Source: an optimization exercise on an open RTL-to-GDS flow (aim: small area). Production flows keep margins and buffers that such runs may drop.
Function was checked by simulation only, so behaviour that the tests miss may differ from the original.
No driver is modelled on the clock port, so clocking that relies on it looks cheaper here than on a real chip.
Power is estimated from default activity; no workload was simulated.

## nes_vga_scaler
module nes_vga_scaler #(
    parameter int H_ACTIVE = DEF_H_ACTIVE,
    parameter int H_FP     = DEF_H_FP,
    parameter int H_SYNC   = DEF_H_SYNC,
    parameter int H_BP     = DEF_H_BP,
    parameter int V_ACTIVE = DEF_V_ACTIVE,
    parameter int V_FP     = DEF_V_FP,
    parameter int V_SYNC   = DEF_V_SYNC,
    parameter int V_BP     = DEF_V_BP,
    parameter int SRC_W    = DEF_SRC_W,
    parameter int SRC_H    = DEF_SRC_H,
    parameter int SCALE    = 2,
    parameter int H_OFFSET = 64,
    parameter logic [5:0] BORDER_COLOR = 6'h0F
) (
    input  logic        PCK,
    input  logic        RST,
    output logic [15:0] vram_addr,
    output logic        vram_rd,
    input  logic [5:0]  vram_data,
    output logic [3:0]  vga_r,
    output logic [3:0]  vga_g,
    output logic [3:0]  vga_b,
    output logic        vga_hs,
    output logic        vga_vs,
    output logic        frame_start
);
Size in the first run: roughly 66000 um^2 of cells after synthesis.
clock: 10.0 ns
lec_check: 0
cap_margin: 20
core_margin: 2
core_utilization: 65
gpl_routability_driven: 0
slew_margin: 20
standard.sh (not shown) runs the stock make flow with config.mk's settings and CLKGATE_MAP_FILE= SYNTH_SCRIPT=/design/flow/synth_recipe.tcl, a recipe that flattens the netlist after the stock synthesis.
==> flow/flow/run.sh <==
#!/bin/bash
# Own layout flow: the standard flow (standard.sh, ORFS synth -> finish, standard
# synthesis unchanged) with these settings passed to ORFS through its environment:
#  - after floorplan (POST_FLOORPLAN_TCL hook, flow/downsize.tcl): combinational cells that
#    synthesis sized up go back to the smallest cell of their family; ORFS's later
#    repair_design / repair_timing size up again wherever slew, load or timing need it
#  - clock tree: clkbuf_8 buffers, leaf clusters of at most 20 sinks within 50 um,
#    and no dummy loads (CTS_ARGS replaces ORFS's default clock_tree_synthesis options)
#  - port buffers: the smallest buffer, buf_1, instead of the resizer's default pick
# Every tool's output goes to make.log here; ORFS keeps each step's log under orfs/logs/.
set -euo pipefail
here="$(pwd)"
export POST_FLOORPLAN_TCL="$here/flow/downsize.tcl"
export CTS_ARGS="-sink_clustering_enable -repair_clock_nets -dont_use_dummy_load -buf_list sky130_fd_sc_hd__clkbuf_8 -sink_clustering_size 20 -sink_clustering_max_diameter 50"
export BUFFER_PORTS_ARGS="-buffer_cell sky130_fd_sc_hd__buf_1"
bash standard.sh finish > make.log 2>&1
test -s out/final.def
==> flow/flow/downsize.tcl <==
# Runs at the end of ORFS's floorplan step (POST_FLOORPLAN_TCL): puts each combinational
# cell that synthesis sized up back to the smallest cell of its family (same function and
# pins, e.g. mux2_4 -> mux2_1). Registers are left as they are. The placement steps'
# repair_design and the later repair_timing size up again wherever slew, load or timing
# need it.
set smallest [dict create]
foreach lc [get_lib_cells */*] {
  set n [get_name $lc]
  if {![regexp {^(sky130_fd_sc_hd__[a-z0-9]+)_([0-9]+)$} $n -> fam drive]} continue
  if {[dict exists $smallest $fam]} {
    set cur [dict get $smallest $fam]
    if {[get_property $lc area] < [get_property $cur area]} { dict set smallest $fam $lc }
  } else {
    dict set smallest $fam $lc
  }
}
set dont [list]
if {[info exists ::env(DONT_USE_CELLS)]} { set dont $::env(DONT_USE_CELLS) }
set n_changed 0
set saved 0.0
foreach inst [get_cells *] {
  set lc [get_lib_cells -of_objects $inst]
  set name [get_name $lc]
  if {![regexp {^(sky130_fd_sc_hd__[a-z0-9]+)_([0-9]+)$} $name -> fam drive]} continue
  if {[regexp {__(df|dl|sdf|edf|sed|clk|conb|tap|fill|decap|diode)} $name]} continue
  if {![dict exists $smallest $fam]} continue
  set best [dict get $smallest $fam]
  set bname [get_name $best]
  if {$bname eq $name} continue
  if {[lsearch -exact $dont $bname] >= 0} continue
  if {[get_property $best area] >= [get_property $lc area]} continue
  set saved [expr {$saved + [get_property $lc area] - [get_property $best area]}]
  replace_cell $inst $bname
  incr n_changed
}
puts "downsize: replaced $n_changed cells, [format %.1f $saved] um2 less"
Next try:
--- a/flow/flow/run.sh
+++ b/flow/flow/run.sh
@@ -3,4 +3 @@
-# synthesis unchanged) with these settings passed to ORFS through its environment:
-#  - after floorplan (POST_FLOORPLAN_TCL hook, flow/downsize.tcl): combinational cells that
-#    synthesis sized up go back to the smallest cell of their family; ORFS's later
-#    repair_design / repair_timing size up again wherever slew, load or timing need it
+# synthesis unchanged) with three settings passed to ORFS through its environment:
@@ -12,2 +8,0 @@
-here="$(pwd)"
-export POST_FLOORPLAN_TCL="$here/flow/downsize.tcl"
- GPL_ROUTABILITY_DRIVEN: 0 -> not set
removed: flow/flow/downsize.tcl
=> First-iteration DRC count falls by about a fifth; synthesized cell count does not change; routed wire length climbs slightly; critical path depth came out higher by 1; register-to-register slack got worse by 0.17 ns; power barely changes; clock skew went up by 0.034 ns; final cell count hardly moves; die area does not change; core utilization is about the same; worst setup slack improved by 0.44 ns.
Next try:
==> flow/run.sh (new file) <==
#!/bin/bash
# synth_recipe.tcl (not shown) runs the flow's synth.tcl, then flattens the netlist and writes it again
# the make line also repeats each setting of config.mk as NAME=value (left out here)
make -C /OpenROAD-flow-scripts/flow DESIGN_CONFIG=/design/flow/config.mk WORK_HOME=/design/flow/orfs CLKGATE_MAP_FILE= SYNTH_SCRIPT=/design/flow/synth_recipe.tcl finish
- CTS_BUF_LIST: not set -> sky130_fd_sc_hd__clkbuf_8
- CTS_CLUSTER_DIAMETER: not set -> 50
- CTS_CLUSTER_SIZE: not set -> 20
removed: flow/flow/run.sh
removed: flow/standard.sh
Wire length goes up by about 1.6%.
Maximum frequency fell by 4.9%.
Cell area goes up by 1.2%.
Total power goes up by 2.4%.
Area after synthesis does not change.
Worst setup slack is worse by 0.36 ns.

-- static timing again, ports no longer ideal --
In the flow no input, the clock included, has a driving cell. The finished layouts below were timed again as built, in two steps.
Step 1 assumes that a clkbuf_16 drives the clock port and a buf_2 every other input.
Step 2 also shifts input and output timing later by t, the mid clock arrival at the registers, as if the neighbouring blocks saw the same clock.
a / b / c = no drivers / after step 1 / after step 2; a / b = the first two.
run | t, ns | setup WS [ns] | worst slew at a driven data input, ns
the first run | 0.870 | 2.566 / 2.503 / 3.373 | 0.04
the second run | 0.858 | 3.006 / 2.944 / 3.802 | 0.04
the third run | 0.928 | 2.646 / 2.581 / 3.509 | 0.04
After both steps setup and hold are still met in every run listed.
